Background: an optimization exercise with open tools, aiming at small area and a short achievable clock period. Do not read the settings as production practice. At most, simulation tests tie the RTL to the original design; equivalence was not proved. Only the layout flow was run in run 2; the RTL was not checked for function there. Power figures rest on the tool's default switching activity, not on a simulated workload.

File: flow/config.mk
export PLATFORM = sky130hd
export DESIGN_NAME = mecobo_core
export DESIGN_NICKNAME = mecobo_core
export VERILOG_FILES = /design/flow/design.v
export SDC_FILE = /design/flow/constraint.sdc
export NUM_CORES = 4
export LEC_CHECK = 0
export CAP_MARGIN = 10
export CORE_MARGIN = 2
export CORE_UTILIZATION = 55
export CTS_BUF_LIST = sky130_fd_sc_hd__clkbuf_16
export CTS_CLUSTER_DIAMETER = 60
export CTS_CLUSTER_SIZE = 30
export PLACE_DENSITY = 0.7
export SETUP_SLACK_MARGIN = 3.4
export SLEW_MARGIN = 10
export SYNTH_HIERARCHICAL = 1
export SYNTH_MINIMUM_KEEP_SIZE = 0
File: flow/constraint.sdc
create_clock -name core_clock -period 6.0 [get_ports {sys_clk}]
set_input_delay 1.2000 -clock core_clock [delete_from_list [all_inputs] [get_ports {sys_clk}]]
set_output_delay 1.2000 -clock core_clock [all_outputs]
set_load 0.01 [all_outputs]
File: flow/design.v
package cmd_pkg;
  typedef enum logic [2:0] {
    op_set_mode   = 3'd0,
    op_set_period = 3'd1,
    op_set_duty   = 3'd2,
    op_sample     = 3'd3,
    op_reset_time = 3'd4
  } cmd_op_e;
  typedef struct packed {
    logic [31:0] exec_time;
    logic [3:0]  pin;
    cmd_op_e     op;
    logic [15:0] value;
  } cmd_t;
  typedef struct packed {
    logic        en;
    logic [3:0]  pin;
    cmd_op_e     op;
    logic [15:0] value;
  } cmd_bus_t;
endpackage
package pin_pkg;
  typedef enum logic [1:0] {
    mode_low  = 2'd0,
    mode_high = 2'd1,
    mode_pwm  = 2'd2
  } pin_mode_e;
  typedef struct packed {
    logic [11:0] stamp;
    logic [2:0]  pin;
    logic        level;
  } sample_t;
endpackage
`timescale 1ns/1ns
module cmd_fifo #(
  parameter int DEPTH = 16,
  parameter int WIDTH = 16
) (
  input  logic             sys_clk,
  input  logic             global_clock_reset,
  input  logic             push,
  input  logic [WIDTH-1:0] din,
  input  logic             pop,
  output logic [WIDTH-1:0] dout,
  output logic             valid,
  output logic             full
);
  localparam int AW = $clog2(DEPTH);
  logic [WIDTH-1:0] mem [DEPTH];
  logic [AW-1:0]    wr_ptr;
  logic [DEPTH-1:0] rd_oh;
  logic [AW:0]      count;
  logic             do_push;
  logic             do_pop;
  logic [AW:0]      count_inc;
  logic [AW:0]      count_dec;
  logic [AW:0]      count_pop;
  logic [AW:0]      count_nopop;
  for (genvar i = 0; i <= AW; i++) begin : g_cnt
    if (i == 0) begin : g_lsb
      assign count_inc[i] = !count[i];
      assign count_dec[i] = !count[i];
    end else begin : g_bit
      assign count_inc[i] = count[i] ^ (&count[i-1:0]);
      assign count_dec[i] = count[i] ^ !(|count[i-1:0]);
    end
  end
  assign full    = count[AW];
  assign valid   = (count != '0);
  assign do_push = push && !full;
  assign do_pop  = pop && valid;
  assign count_nopop = do_push ? count_inc : count;
  assign count_pop   = do_push ? (valid ? count : count_inc) : (valid ? count_dec : count);
  always_comb begin
    dout = '0;
    for (int k = 0; k < DEPTH; k++) begin
      dout = dout | (mem[k] & {WIDTH{rd_oh[k]}});
    end
  end
  always_ff @(posedge sys_clk) begin
    if (do_push) mem[wr_ptr] <= din;
  end
  always_ff @(posedge sys_clk) begin
    if (global_clock_reset) begin
      wr_ptr <= '0;
      rd_oh  <= DEPTH'(1);
      count  <= '0;
    end else begin
      if (do_push) wr_ptr <= wr_ptr + 1'b1;
      if (do_pop)  rd_oh <= {rd_oh[DEPTH-2:0], rd_oh[DEPTH-1]};
      count <= pop ? count_pop : count_nopop;
    end
  end
endmodule
`timescale 1ns/1ns
module host_bus
(
  input  logic        sys_clk,
  input  logic        global_clock_reset,
  input  logic        host_cs,
  input  logic        host_wr,
  input  logic [7:0]  host_addr,
  input  logic [15:0] host_wdata,
  output logic [15:0] host_rdata,
  output logic        cmd_push,
  output logic [52:0] cmd,
  input  logic        cmd_full,
  input  logic        cmd_empty,
  input  logic        sample_valid,
  input  logic [15:0] sample,
  input  logic        sample_overflow,
  output logic        sample_pop
);
  logic [15:0] time_lo;
  logic [15:0] time_hi;
  logic [3:0]  pin_q;
  logic [2:0]  op_q;
  logic [15:0] value_q;
  logic        cmd_overflow;
  logic        wr_access;
  logic        rd_access;
  logic        pd;
  logic [1:0]  kind;
  assign wr_access = host_cs && host_wr;
  assign rd_access = host_cs && !host_wr;
  assign pd   = (op_q == 3'd1 || op_q == 3'd2) && !pin_q[3];
  assign kind = (op_q == 3'd0 && !pin_q[3]) ? 2'd1 :
                (op_q == 3'd3) ? 2'd2 :
                (op_q == 3'd4) ? 2'd3 : 2'd0;
  assign cmd = {time_hi, time_lo, pd, op_q[1], pin_q[2:0], value_q[15:4],
                pd ? value_q[3:2] : kind, value_q[1:0]};
  assign sample_pop = rd_access && (host_addr == 8'd9) && sample_valid;
  always_ff @(posedge sys_clk) begin
    if (wr_access) begin
      case (host_addr)
        8'd0: time_lo <= host_wdata;
        8'd1: time_hi <= host_wdata;
        8'd2:     pin_q   <= host_wdata[3:0];
        8'd3:  op_q    <= host_wdata[2:0];
        8'd4:   value_q <= host_wdata;
        default: ;
      endcase
    end
  end
  always_ff @(posedge sys_clk) begin
    if (global_clock_reset) begin
      cmd_push     <= 1'b0;
      cmd_overflow <= 1'b0;
    end else begin
      cmd_push <= wr_access && (host_addr == 8'd5);
      if (cmd_push && cmd_full) cmd_overflow <= 1'b1;
    end
  end
  always_ff @(posedge sys_clk) begin
    case (host_addr)
      8'd0: host_rdata <= time_lo;
      8'd1: host_rdata <= time_hi;
      8'd2:     host_rdata <= {12'd0, pin_q};
      8'd3:  host_rdata <= {13'd0, op_q};
      8'd4:   host_rdata <= value_q;
      8'd8:
        host_rdata <= {11'd0, sample_overflow, sample_valid, cmd_overflow, cmd_full, cmd_empty};
      8'd9:  host_rdata <= sample_valid ? sample : 16'd0;
      default:              host_rdata <= 16'd0;
    endcase
  end
endmodule
`timescale 1ns/1ns
module scheduler
(
  input  logic        sys_clk,
  input  logic        global_clock_reset,
  input  logic        cmd_push,
  input  logic [52:0] cmd_in,
  output logic        cmd_full,
  output logic        cmd_empty,
  output logic [7:0]  bus_hit,       
  output logic        bus_period,
  output logic        bus_duty,
  output logic        bus_mode,
  output logic        bus_sample,
  output logic [2:0]  bus_pin,
  output logic [15:0] bus_value,
  output logic [2:0]  head_pin,
  output logic        bus_value_z,   
  output logic [11:0] stamp          
);
  localparam int MD = 14;
  logic [52:0]   mem [MD];
  logic [52:0]   head0;
  logic [52:0]   head1;
  logic [52:0]   mem_rd;
  logic [MD-1:0] rd_oh;
  logic [MD-1:0] wr_oh;
  logic [4:0]    count;
  logic [31:0]   time_p1;            
  logic          due;
  logic          n0, n1, n2, nge2, nge3;
  logic          push_ok;
  logic          is_rst;
  logic          h_pd;
  logic [1:0]    h_kind;
  logic          ge_din, z_din, ge_h1, z_h1, eq_h0;
  logic          due_n;
  logic [4:0]    count_n;
  logic [4:0]    count_inc;
  logic [4:0]    count_dec;
  for (genvar i = 0; i < 5; i++) begin : g_cnt
    if (i == 0) begin : g_lsb
      assign count_inc[i] = !count[i];
      assign count_dec[i] = !count[i];
    end else begin : g_bit
      assign count_inc[i] = count[i] ^ (&count[i-1:0]);
      assign count_dec[i] = count[i] ^ !(|count[i-1:0]);
    end
  end
  assign cmd_full  = count[4];
  assign cmd_empty = n0;
  assign push_ok   = cmd_push && !count[4];
  assign h_pd   = head0[20];
  assign h_kind = head0[3:2];
  assign is_rst = !h_pd && (h_kind == 2'd3);
  always_comb begin
    mem_rd = '0;
    for (int k = 0; k < MD; k++) begin
      mem_rd = mem_rd | (mem[k] & {53{rd_oh[k]}});
    end
  end
  assign ge_din = (time_p1 >= cmd_in[52:21]);
  assign z_din  = (cmd_in[52:21] == 32'd0);
  assign ge_h1  = (time_p1 >= head1[52:21]);
  assign z_h1   = (head1[52:21] == 32'd0);
  assign eq_h0  = (time_p1 == head0[52:21]);
  always_comb begin
    if (due) begin
      if (n1) due_n = push_ok && (is_rst ? z_din : ge_din);
      else    due_n = is_rst ? z_h1 : ge_h1;
    end else begin
      if (n0) due_n = push_ok && ge_din;
      else    due_n = eq_h0;
    end
  end
  always_comb begin
    case ({push_ok, due})
      2'b10:   count_n = count_inc;
      2'b01:   count_n = count_dec;
      default: count_n = count;
    endcase
  end
  always_ff @(posedge sys_clk) begin
    for (int k = 0; k < MD; k++) begin
      if (push_ok && nge2 && wr_oh[k]) mem[k] <= cmd_in;
    end
  end
  always_ff @(posedge sys_clk) begin
    head0 <= due ? (n1 ? cmd_in : head1) : (n0 ? cmd_in : head0);
    head1 <= due ? (nge3 ? mem_rd : cmd_in) : (nge2 ? head1 : cmd_in);
  end
  always_ff @(posedge sys_clk) begin
    if (global_clock_reset) begin
      count   <= '0;
      n0      <= 1'b1;
      n1      <= 1'b0;
      n2      <= 1'b0;
      nge2    <= 1'b0;
      nge3    <= 1'b0;
      rd_oh   <= MD'(1);
      wr_oh   <= MD'(1);
      due     <= 1'b0;
      time_p1 <= 32'd1;
    end else begin
      count   <= count_n;
      n0      <= (count_n == 5'd0);
      n1      <= (count_n == 5'd1);
      n2      <= (count_n == 5'd2);
      nge2    <= (count_n >= 5'd2);
      nge3    <= (count_n >= 5'd3);
      if (push_ok && nge2) wr_oh <= {wr_oh[MD-2:0], wr_oh[MD-1]};
      if (due && (nge3 || (n2 && push_ok))) rd_oh <= {rd_oh[MD-2:0], rd_oh[MD-1]};
      due     <= due_n;
      time_p1 <= (due && is_rst) ? 32'd1 : time_p1 + 32'd1;
    end
  end
  assign stamp = time_p1[11:0] - 12'd1;
  assign head_pin = head0[18:16];
  always_ff @(posedge sys_clk) begin
    if (global_clock_reset) begin
      bus_hit    <= '0;
      bus_sample <= 1'b0;
    end else begin
      for (int i = 0; i < 8; i++) begin
        bus_hit[i] <= due && (h_pd || h_kind == 2'd1) && (head0[18:16] == 3'(i));
      end
      bus_sample <= due && !h_pd && (h_kind == 2'd2);
    end
  end
  always_ff @(posedge sys_clk) begin
    bus_period <= h_pd && !head0[19];
    bus_duty   <= h_pd && head0[19];
    bus_mode   <= !h_pd;
    bus_pin    <= head0[18:16];
    bus_value  <= head0[15:0];
    bus_value_z <= (head0[15:0] == 16'd0);
  end
endmodule
`timescale 1ns/1ns
module pin_control
(
  input  logic        sys_clk,
  input  logic        global_clock_reset,
  input  logic        hit,
  input  logic        bus_period,
  input  logic        bus_duty,
  input  logic        bus_mode,
  input  logic [15:0] bus_value,
  input  logic [15:0] per1_d,        
  input  logic [15:0] duty_d,        
  input  logic        value_nz,      
  input  logic        lt_set,        
  output logic [15:0] cnt1_n,        
  output logic        pin
);
  logic        is_high;
  logic        is_pwm;
  logic [15:0] per1;
  logic [15:0] duty;
  logic        set_mode;
  logic        set_period;
  logic        set_duty;
  logic        high_n;
  logic        pwm_n;
  logic        step;
  logic [15:0] cnt1;
  logic        lt_n;
  logic        nz_n;
  assign set_period = hit && bus_period;
  assign set_duty   = hit && bus_duty;
  assign set_mode   = hit && bus_mode;
  assign high_n = set_mode ? (bus_value[1:0] == 2'd1) : is_high;
  assign pwm_n  = set_mode ? (bus_value[1:0] == 2'd2) : is_pwm;
  assign step   = is_pwm && (cnt1 != per1) && !set_period;
  assign lt_n   = set_duty ? lt_set : (pin && (cnt1 != duty));
  assign nz_n   = set_duty ? value_nz : (duty != 16'd0);
  always_ff @(posedge sys_clk) begin
    if (global_clock_reset || set_period) per1 <= per1_d;
    if (global_clock_reset || set_duty) duty <= duty_d;
  end
  assign cnt1_n = step ? cnt1 + 16'd1 : 16'd1;
  always_ff @(posedge sys_clk) begin
    cnt1 <= cnt1_n;
  end
  always_ff @(posedge sys_clk) begin
    if (global_clock_reset) begin
      is_high <= 1'b0;
      is_pwm  <= 1'b0;
      pin     <= 1'b0;
    end else begin
      is_high <= high_n;
      is_pwm  <= pwm_n;
      pin  <= high_n || (pwm_n && (step ? lt_n : nz_n));
    end
  end
endmodule
`timescale 1ns/1ns
module sample_collector
(
  input  logic                         sys_clk,
  input  logic                         global_clock_reset,
  input  logic                         bus_sample,
  input  logic [2:0]                   bus_pin,
  input  logic [8-1:0]  pins,
  input  logic [11:0]                  stamp,
  input  logic                         sample_pop,
  output logic [15:0]                  sample,
  output logic                         sample_valid,
  output logic                         sample_overflow
);
  logic fifo_full;
  cmd_fifo #(
    .DEPTH (16),
    .WIDTH (16)
  ) i_sample_fifo (
    .sys_clk            (sys_clk),
    .global_clock_reset (global_clock_reset),
    .push               (bus_sample),
    .din                ({stamp, bus_pin, pins[bus_pin]}),
    .pop                (sample_pop),
    .dout               (sample),
    .valid              (sample_valid),
    .full               (fifo_full)
  );
  always_ff @(posedge sys_clk) begin
    if (global_clock_reset) begin
      sample_overflow <= 1'b0;
    end else if (bus_sample && fifo_full) begin
      sample_overflow <= 1'b1;
    end
  end
endmodule
`timescale 1ns/1ns
module mecobo_core
(
  input  logic                        sys_clk,
  input  logic                        global_clock_reset,
  input  logic                        host_cs,
  input  logic                        host_wr,
  input  logic [7:0]                  host_addr,
  input  logic [15:0]                 host_wdata,
  output logic [15:0]                 host_rdata,
  output logic [8-1:0] pins
);
  logic [52:0] cmd_in;
  logic        cmd_push;
  logic        cmd_full;
  logic        cmd_empty;
  logic [7:0]  bus_hit;
  logic        bus_period;
  logic        bus_duty;
  logic        bus_mode;
  logic        bus_sample;
  logic [2:0]  bus_pin;
  logic [15:0] bus_value;
  logic        bus_value_z;
  logic [15:0] value_p1;
  logic [15:0] per1_d;
  logic [15:0] duty_d;
  logic        value_nz;
  logic [11:0] stamp;
  logic [15:0] cnt1_n [8];
  logic [2:0]  head_pin;
  logic [15:0] cnt1_hd;
  logic        lt_set;
  logic [15:0] sample;
  logic        sample_valid;
  logic        sample_pop;
  logic        sample_overflow;
  host_bus i_host_bus (
    .sys_clk            (sys_clk),
    .global_clock_reset (global_clock_reset),
    .host_cs            (host_cs),
    .host_wr            (host_wr),
    .host_addr          (host_addr),
    .host_wdata         (host_wdata),
    .host_rdata         (host_rdata),
    .cmd_push           (cmd_push),
    .cmd                (cmd_in),
    .cmd_full           (cmd_full),
    .cmd_empty          (cmd_empty),
    .sample_valid       (sample_valid),
    .sample             (sample),
    .sample_overflow    (sample_overflow),
    .sample_pop         (sample_pop)
  );
  scheduler i_scheduler (
    .sys_clk            (sys_clk),
    .global_clock_reset (global_clock_reset),
    .cmd_push           (cmd_push),
    .cmd_in             (cmd_in),
    .cmd_full           (cmd_full),
    .cmd_empty          (cmd_empty),
    .bus_hit            (bus_hit),
    .bus_period         (bus_period),
    .bus_duty           (bus_duty),
    .bus_mode           (bus_mode),
    .bus_sample         (bus_sample),
    .bus_pin            (bus_pin),
    .bus_value          (bus_value),
    .bus_value_z        (bus_value_z),
    .stamp              (stamp),
    .head_pin           (head_pin)
  );
  assign value_nz = !bus_value_z;
  assign value_p1 = {bus_value[15:1], bus_value[0] || !value_nz};
  assign per1_d   = global_clock_reset ? 16'd1 : value_p1;
  assign duty_d   = global_clock_reset ? 16'd0 : bus_value;
  always_ff @(posedge sys_clk) begin
    cnt1_hd <= cnt1_n[head_pin];
  end
  assign lt_set = (cnt1_hd < bus_value);
  for (genvar i = 0; i < 8; i++) begin : g_pin
    pin_control i_pin_control (
      .sys_clk            (sys_clk),
      .global_clock_reset (global_clock_reset),
      .hit                (bus_hit[i]),
      .bus_period         (bus_period),
      .bus_duty           (bus_duty),
      .bus_mode           (bus_mode),
      .bus_value          (bus_value),
      .per1_d             (per1_d),
      .duty_d             (duty_d),
      .value_nz           (value_nz),
      .lt_set             (lt_set),
      .cnt1_n             (cnt1_n[i]),
      .pin                (pins[i])
    );
  end
  sample_collector i_sample_collector (
    .sys_clk            (sys_clk),
    .global_clock_reset (global_clock_reset),
    .bus_sample         (bus_sample),
    .bus_pin            (bus_pin),
    .pins               (pins),
    .stamp              (stamp),
    .sample_pop         (sample_pop),
    .sample             (sample),
    .sample_valid       (sample_valid),
    .sample_overflow    (sample_overflow)
  );
endmodule
File: flow/run.sh
#!/bin/bash
# synth_recipe.tcl (not shown) runs the flow's synth.tcl, then flattens the netlist and writes it again
# the make line also repeats each setting of config.mk as NAME=value (left out here)
make -C /OpenROAD-flow-scripts/flow DESIGN_CONFIG=/design/flow/config.mk WORK_HOME=/design/flow/orfs CLKGATE_MAP_FILE= SYNTH_SCRIPT=/design/flow/synth_recipe.tcl finish
==> results.py, run 1 <==
metrics = {
    "synthesis": {
        "synth_cell_types": 77,
        "synth-main-ff-cell": "edfxtp_1",
        "ys_warn_count": 14,
        "synth_cells": 4838,
        "syn-mean-instance-area_sq_um": 14.38,
        "synth-edff-count": 1415,
        "synth_top_area_share_pct": 61.06,
        "synth_top_cell_by_area": "edfxtp_1",
        "syn_nets": 4965,
        "ys_ff_latch": 1730,
        "syn_area_sq_um": 69580,
        "synth_area_leaders": "edfxtp_1, dfxtp_1, xor2_1",
        "yosysSeqAreaShare_pct": 70.13,
        "async_flop_share_pct": 0,
    },
    "placement": {
        "hpwl_um": 121100,
        "place_area_sq_um": 71650,
        "gp_congestion": 0.9350,
        "io_buffers": 51,
        "dp_worst_setup_slack_ns": 1.833,
    },
    "clock_tree": {
        "clk_pin_slew_ns": 0.09,
        "cts_tree": "yes",
        "cts_root_buf": "clkbuf_16",
        "ctsHoldBuffers": 0,
        "cts_made_buffers": 114,
        "htreeDepth": 3,
        "clk_latency_ns": 0.80,
        "cts.path.max_buffers": 3,
        "cts.sink_count": 1730,
    },
    "detailed_routing": {
        "initialDrtViolationCount": 6050,
        "drtAntennaViolNets": 0,
        "vias": 43338,
        "viasPerCell": 6.485,
        "routedWlPerCell_um": 30.01,
        "drc_errors": 0,
        "wl_um": 200500,
        "firstDrtPassIters": 5,
    },
    "global_route": {
        "grt_remaining_overflow": 0,
        "antenna_found_initial": 15,
        "grt_max_degree": 76,
        "grt_pass1_wl_um": 287200,
        "grt_pass1_vias": 41139,
        "grt.total_usage_pct": 30.48,
    },
    "setup_path": {
        "rr_endpoint": "i_scheduler.head1[18]",
        "crit_buf_inv": 1,
        "slowest_stage": "dfxtp_4",
        "critPathKind": "reg -> reg",
        "regToRegSetupSlack_ns": 3.36,
        "cp.depth": 5,
        "startpoint_type": "flop",
        "crit_end": "i_scheduler.head1[18]",
        "startpoint": "i_scheduler.rd_oh[0]",
        "arrival_ns": 3.06,
        "cp_cell_sequence": "buf_4 -> a22oi_1 -> nand2_1 -> a221oi_1 -> a31oi_1",
        "crit_family": "compound AO/OA/AOI/OAI gates",
        "r2r_start": "i_scheduler.rd_oh[0]",
        "crit_path_end_kind": "flop",
        "required_ns": 6.42,
        "cpPeakStageDelay_ns": 0.68,
        "crit_fanout": 32,
        "r2r_cells": 5,
    },
    "min_path": {
        "worstHoldPathType": "reg -> reg",
        "worstHoldStart": "i_scheduler.head0[10]",
    },
    "sta": {
        "finalCriticalPeriod_ns": 2.645,
        "tightest_slew_ns": 1.261,
        "finalSetupViolations": 0,
        "skew_ns": 0.08424,
        "fmax_mhz": 378.1,
        "rsz0062_at_grt": "yes",
        "slew_violations": 0,
        "worst_hold_slack_ns": 0.3720,
        "fin_setup_tns_ns": 0,
        "fin_ws_ns": 3.355,
        "relSlewSlack_pct": 15.68,
        "hold_violations": 0,
        "fin_crit_sh_pct": 44.08,
    },
    "finish": {
        "drive_above_1_share_pct": 14.53,
        "nets": 5056,
        "utilization_pct": 61.42,
        "multi_input_area_sq_um": 19260,
        "register_area_sq_um": 48950,
        "area_growth_pct": 10.84,
        "final_area_sq_um": 77130,
        "nFillCells": 9269,
    },
    "power": {
        "peakVddDrop_mv": 0.2300,
        "power_density_nw_per_um2": 285.4,
        "power.leakage_nw": 26.80,
    },
    "die": {
        "die_x_um": 359.7,
        "core_area_sq_um": 125600,
        "io_pins": 52,
        "die_area_sq_um": 129400,
        "rows": 130,
        "die_height_um": 359.7,
        "start_util_pct": 55.41,
    },
    "flow_run": {
        "cap_violations": 0,
    },
    "outcome": {
        "status": "timing/DRC/antenna clean",
    },
}
registers in the layout (all words and copies together), names as in the netlist, 8 cells and up:
name,count
cnt1_hd,16
g_pin.i_pin_control.cnt1,128
g_pin.i_pin_control.duty,128
g_pin.i_pin_control.is_high,8
g_pin.i_pin_control.is_pwm,8
g_pin.i_pin_control.per1,128
g_pin.i_pin_control.pin,8
i_host_bus.host_rdata,16
i_host_bus.time_hi,16
i_host_bus.time_lo,16
i_host_bus.value_q,16
i_sample_collector.i_sample_fifo.mem,256
i_sample_collector.i_sample_fifo.rd_oh,16
i_scheduler.bus_hit,8
i_scheduler.bus_value,16
i_scheduler.head0,53
i_scheduler.head1,53
i_scheduler.mem,742
i_scheduler.rd_oh,14
i_scheduler.time_p1,32
i_scheduler.wr_oh,14
worst min path at each step:
stage	endpoint	cells after the start
5_1_grt	i_scheduler.bus_value[10]	0
6_report	i_scheduler.bus_value[10]	0
4_1_cts	i_scheduler.bus_value[10]	0
3_5_place_dp	i_scheduler.bus_value[11]	0
3_3_place_gp	i_scheduler.bus_value[10]	0
2_1_floorplan	i_scheduler.bus_value[0]	0
cell families after synthesis:
family	synth area share (%)
DFF	70.13
and+or+nand+nor	8.583
xor gates and xnor gates	5.625
AOI/OAI and AO/OA	9.403
muxes	1.552
buffers and inverters	2.931
adders and majority gates	1.780
power breakdown:
group          total (mW)  internal (mW)  switching, mW  leakage, nW
Clock                8.67           3.97           4.70         2.02
Combinational       0.322         0.0990          0.223         8.95
Sequential           13.0           13.0         0.0614         15.8
Total                22.0           17.0           4.98         26.8
metrics by stage:
step	power [mW]	std cells
floorplan	13.46	4838
global placement	13.60	6358
detailed placement	13.60	6358
CTS	22.05	6636
global route	22.54	6680
finish	22.01	6683
per-module statistics from Yosys (local to each module, per instance), a selection:
module	times used	cell area, sq um
mecobo_core	1	1912
sample_collector	1	92.59
pin_control	8	2211
host_bus	1	2903
scheduler	1	36460
what timing repair did:
action	in CTS	in global routing
setup endpoints to repair	832	504
gates cloned	8	4
buffers inserted	53	40
pin swaps	16	13
gates resized for setup	228	90
final cells by class:
type | instances | area share (%)
Antenna cell | 3 | 0.009733
Clock buffer | 115 | 3.731
Clock inverter | 102 | 1.632
Inverter | 136 | 0.7251
Multi-Input combinational cell | 2689 | 24.97
Sequential cell | 1730 | 63.46
Tap cell | 1650 | 2.677
Timing Repair Buffer | 253 | 2.756
Timing Repair inverter | 5 | 0.04218
cells in the final DEF (no fill, tap or decap), types with 29 or more instances in the layout:
master / instances
a31oi_1: 36
edfxtp_1: 1415
a22oi_1: 247
dfxtp_1: 226
nor4_1: 114
o21ai_0: 106
xnor2_1: 109
nand4_1: 87
a221oi_2: 29
xor2_1: 331
a22o_1: 126
and3_1: 74
mux2i_1: 48
inv_1: 131
a221oi_1: 126
mux2_2: 29
nor3_1: 37
nand3_1: 136
nor2_1: 280
ha_1: 99
dfxtp_2: 74
clkbuf_16: 115
buf_4: 177
nand2_1: 240
a21oi_1: 97
cell usage after synthesis (6+ instances only):
cell / number
a21o_1: 8
nor2_1: 308
buf_2: 81
and4b_1: 8
nand3_1: 138
nand2b_1: 33
or3_1: 12
a221oi_2: 22
buf_1: 35
dfxtp_1: 315
edfxtp_1: 1415
nor4_1: 122
mux2i_1: 49
nor3_1: 48
inv_1: 136
nand2_1: 249
ha_1: 99
o22ai_1: 6
mux4_1: 6
xor2_1: 334
buf_4: 31
a221oi_1: 133
and2_1: 29
a211oi_1: 6
and3_1: 75
a2111o_1: 9
nand4_1: 87
o211ai_2: 8
and4_1: 15
mux2_2: 29
a31oi_1: 36
o21ai_0: 119
clkbuf_1: 113
a221o_1: 14
nor2b_1: 15
a21oi_1: 100
or2_2: 10
a22oi_1: 247
a22o_1: 126
xnor2_1: 111
buf_6: 28
nor3b_1: 10
layer usage:
layer	share of wire [%]	routed length, um	up-vias	track usage (%)
met1	39	78390	21590	43.40
met5	0.034	69	-	0
met3	12	24390	421	6.663
met2	45	89350	2642	46.33
li1	-	-	18675	-
met4	4.2	8323	10	11.20
==> run 2: changes to the inputs <==
--- a/flow/design.v
+++ b/flow/design.v
@@ -318,5 +318,6 @@
   input  logic        value_nz,      
   input  logic        lt_set,        
-  output logic [15:0] cnt1_n,        
+  output logic [15:0] cnt1,
+  output logic        step,
   output logic        pin
 );
@@ -330,6 +331,5 @@
   logic        high_n;
   logic        pwm_n;
-  logic        step;
-  logic [15:0] cnt1;
+  logic [15:0] cnt1_n;
   logic        lt_n;
   logic        nz_n;
@@ -427,5 +427,6 @@
   logic        value_nz;
   logic [11:0] stamp;
-  logic [15:0] cnt1_n [8];
+  logic [15:0] cnt1 [8];
+  logic [8-1:0] step;
   logic [2:0]  head_pin;
   logic [15:0] cnt1_hd;
@@ -475,5 +476,5 @@
   assign duty_d   = global_clock_reset ? 16'd0 : bus_value;
   always_ff @(posedge sys_clk) begin
-    cnt1_hd <= cnt1_n[head_pin];
+    cnt1_hd <= step[head_pin] ? cnt1[head_pin] + 16'd1 : 16'd1;
   end
   assign lt_set = (cnt1_hd < bus_value);
@@ -491,5 +492,6 @@
       .value_nz           (value_nz),
       .lt_set             (lt_set),
-      .cnt1_n             (cnt1_n[i]),
+      .cnt1               (cnt1[i]),
+      .step               (step[i]),
       .pin                (pins[i])
     );
--- a/flow/config.mk
+++ b/flow/config.mk
@@ -6,5 +6,5 @@
 export NUM_CORES = 4
 export LEC_CHECK = 0
-export CAP_MARGIN = 10
+export CAP_MARGIN = 20
 export CORE_MARGIN = 2
 export CORE_UTILIZATION = 55
@@ -14,5 +14,3 @@
 export PLACE_DENSITY = 0.7
 export SETUP_SLACK_MARGIN = 3.4
-export SLEW_MARGIN = 10
-export SYNTH_HIERARCHICAL = 1
-export SYNTH_MINIMUM_KEEP_SIZE = 0
+export SLEW_MARGIN = 20
==> run 2 against run 1 <==
  * Sequential share of layout area is 0.63 points lower
  * Critical path depth rose by 4
  * Sequential power is essentially flat
  * Non-clock buffer count up 1
  * Register-to-register slack worse by 0.09 ns
  * Utilization up 0.82 points
  * Clock power is 5.9% higher
  * Final area increased by 0.94%
  * Die area is 0.69% lower
  * Largest power group unchanged
  * First-iteration DRC count grew 20%
==> results.py, run 2 <==
metrics = {
    "detailed_routing": {
        "wl_um": 204100,
        "firstDrtPassIters": 7,
        "viasPerCell": 6.601,
        "vias": 44838,
        "routedWlPerCell_um": 30.05,
        "initialDrtViolationCount": 7269,
        "drc_errors": 0,
        "drtAntennaViolNets": 0,
    },
    "synthesis": {
        "synth_top_cells_by_count": "edfxtp_1, xor2_1, nand2_1, nor2_1, dfxtp_1",
        "synth_cells": 4957,
        "async_flop_share_pct": 0,
        "syn_nets": 5085,
        "ys_ff_latch": 1730,
        "yosysMostFrequentCell": "edfxtp_1",
        "synth_top_cell_by_area": "edfxtp_1",
        "synth_cell_types": 71,
        "synth-main-ff-cell": "edfxtp_1",
        "synth_area_leaders": "edfxtp_1, dfxtp_1, xor2_1",
        "syn-mean-instance-area_sq_um": 13.94,
        "yosysSeqAreaShare_pct": 70.62,
        "syn_area_sq_um": 69100,
        "synth_top_area_share_pct": 61.49,
        "ys_warn_count": 8,
        "synth-edff-count": 1415,
    },
    "placement": {
        "io_buffers": 51,
        "hpwl_um": 122900,
        "dp_worst_setup_slack_ns": 1.573,
        "place_area_sq_um": 71450,
        "gp_congestion": 0.9762,
    },
    "sta": {
        "skew_ns": 0.04632,
        "finalCriticalPeriod_ns": 2.730,
        "fin_crit_sh_pct": 45.50,
        "fin_ws_ns": 3.270,
        "tightest_slew_ns": 1.209,
        "hold_violations": 0,
        "fmax_mhz": 366.3,
        "fin_setup_tns_ns": 0,
        "relSlewSlack_pct": 19.12,
        "finalSetupViolations": 0,
        "slew_violations": 0,
        "rsz0062_at_grt": "yes",
    },
    "global_route": {
        "antenna_found_initial": 20,
        "grt.total_usage_pct": 31.34,
        "grt_pass1_wl_um": 290300,
        "grt_max_degree": 64,
        "grt_remaining_overflow": 0,
        "grt_pass1_vias": 41690,
    },
    "setup_path": {
        "crit_family": "compound AO/OA/AOI/OAI gates",
        "required_ns": 6.69,
        "crit_buf_inv": 3,
        "crit_fanout": 11,
        "arrival_ns": 3.42,
        "cp_cell_sequence": "buf_6 -> bufbuf_16 -> nand2b_1 -> o32ai_1 -> o32a_2 -> nand4_2 -> buf_6 -> or3_1 -> a21oi_1",
        "startpoint_type": "flop",
        "critPathKind": "reg -> reg",
        "slowest_stage": "o32ai_1",
        "crit_top_cell": "buf_6",
        "cpPeakStageDelay_ns": 0.46,
        "crit_path_end_kind": "flop",
    },
    "finish": {
        "final_cell_mix": "edfxtp_1, xor2_1, nand2_1",
        "top_register": "i_scheduler.mem",
        "top_regs": "i_scheduler.mem (742), i_sample_collector.i_sample_fifo.mem (256)",
        "final_area_sq_um": 77860,
        "final_common_cell": "edfxtp_1",
        "area_growth_pct": 12.68,
        "utilization_pct": 62.24,
        "nFillCells": 9218,
        "drive_above_1_share_pct": 13.64,
        "nets": 5165,
        "largest_register_ffs": 742,
    },
    "die": {
        "io_pins": 52,
        "die_x_um": 358.4,
        "start_util_pct": 55.24,
        "core_area_sq_um": 125100,
        "die_height_um": 358.4,
        "rows": 130,
        "die_area_sq_um": 128500,
    },
    "clock_tree": {
        "cts_made_buffers": 118,
        "cts_root_buf": "clkbuf_16",
        "clk_pin_slew_ns": 0.10,
        "htreeDepth": 3,
        "clk_latency_ns": 0.78,
        "cts_tree": "yes",
        "cts.sink_count": 1730,
        "ctsHoldBuffers": 0,
        "cts.path.max_buffers": 3,
    },
    "min_path": {
        "worstHoldPathType": "reg -> reg",
    },
    "flow_run": {
        "cap_violations": 0,
    },
    "power": {
        "power.leakage_nw": 27.10,
        "power_density_nw_per_um2": 289.1,
        "peakVddDrop_mv": 0.2444,
        "power_mw": 22.50,
    },
    "outcome": {
        "status": "timing/DRC/antenna clean",
    },
}
==> run 2: changes by cell type after synthesis, sizes merged, moves of 43 or more <==
| cell | before | now |
|---|---|---|
| nand3 | 138 | 181 |
| nand2 | 250 | 316 |
| buf | 176 | 70 |
| clkbuf | 113 | 235 |
| a22oi | 247 | 300 |
==> run 2: path summary, 6_finish.rpt <==
kind	start	endpoint	slack, ns	cells after the start
setup / recovery	i_scheduler.head0[17]	cnt1_hd[13]	3.27	9
hold / removal	i_scheduler.head0[12]	i_scheduler.bus_value[12]	0.38	0
setup reg to reg	i_scheduler.head0[17]	cnt1_hd[13]	3.27	9
hold reg to reg	i_scheduler.head0[12]	i_scheduler.bus_value[12]	0.38	0
==> run 2: worst register-to-register path, cell delays in order (launching register included) <==
cell and delay [ns]:
edfxtp_1 0.34, buf_6 0.15, bufbuf_16 0.30, nand2b_1 0.24, o32ai_1 0.46, o32a_2 0.34, nand4_2 0.18, buf_6 0.18
or3_1 0.31, a21oi_1 0.16
==> run 2: through the flow <==
stage | instances | hold slack [ns]
final | 6793 | 0.3815
after detailed placement | 6459 | 0.3585
after CTS | 6770 | 0.3827
after global placement | 6458 | 0.3543
after floorplan | 4957 | 0.3484
after global routing | 6790 | 0.4010
==> run 2: kinds of logic after synthesis <==
| group | Yosys count | share of synthesized area, % |
|---|---|---|
| adder cells (fa/ha/maj) | 100 | 1.811 |
| XOR/XNOR | 441 | 5.590 |
| AO/OA/AOI/OAI | 890 | 9.329 |
| AND/OR/NAND/NOR | 1293 | 9.153 |
| buffers and inverters | 447 | 2.589 |
| flip-flops | 1730 | 70.62 |
| multiplexers | 56 | 0.9072 |
==> run 2: where the power goes <==
part	switching, mW	leakage (nW)	internal [mW]
logic	0.213	9.13	0.0875
registers	0.0610	15.8	13.0
clock network	4.82	2.17	4.36
==> run 2: area by class of cell <==
| type | count | area [sq um] | area share [%] |
|---|---|---|---|
| multi-input cells | 2783 | 19410 | 24.93 |
| repair buffers | 254 | 2317 | 2.976 |
| flip-flops and latches | 1730 | 48920 | 62.83 |
| clock buffers | 121 | 3028 | 3.889 |
| repair inverters | 8 | 55.05 | 0.07071 |
| inverters | 142 | 584.3 | 0.7505 |
| clock inverters | 102 | 1474 | 1.893 |
| diodes | 3 | 7.507 | 0.009642 |
| well taps | 1650 | 2064 | 2.652 |
==> run 2: routing by layer <==
metal  global-route usage, %  share of wire, %  vias up  wire length, um
met1                   44.81                39    22332            79210
met3                   8.518                13      502            27280
met2                   46.55                44     2970            89440
li1                        -                 -    19020                -
met5                       0             0.041        -               84
met4                   10.75               4.0       14             8088
==> run 2: repair_timing <==
action / CTS / global route
gates resized for setup: 254 / 91
cloned: 16 / 1
setup buffers: 72 / 19
setup endpoints to repair: 757 / 451
pin swaps: 32 / 16

## what the ideal ports hide
Ports are ideal in the flow. The routed layouts listed here were re-timed in OpenROAD. Step 1 sets driving cells, clkbuf_16 on the clock port and buf_2 on the other inputs (assumed; they add their load-dependent delay and slew). Step 2 also shifts input and output timing later by t, the mid clock arrival at the registers, as if the neighbouring blocks saw the same clock. Slacks: ideal / step 1 / step 2; pairs: ideal / step 1.
run | t, ns | setup slack, ns | worst slew at a driven data input, ns
run 1 | 0.825 | 3.355 / 3.355 / 2.621 | 0.15
run 2 | 0.838 | 3.270 / 3.270 / 2.568 | 0.21
After both steps setup and hold are still met in every run listed. The setup slack of run 1, which loses most, moves by 0.000 ns with the drivers and by -0.734 ns with both steps.
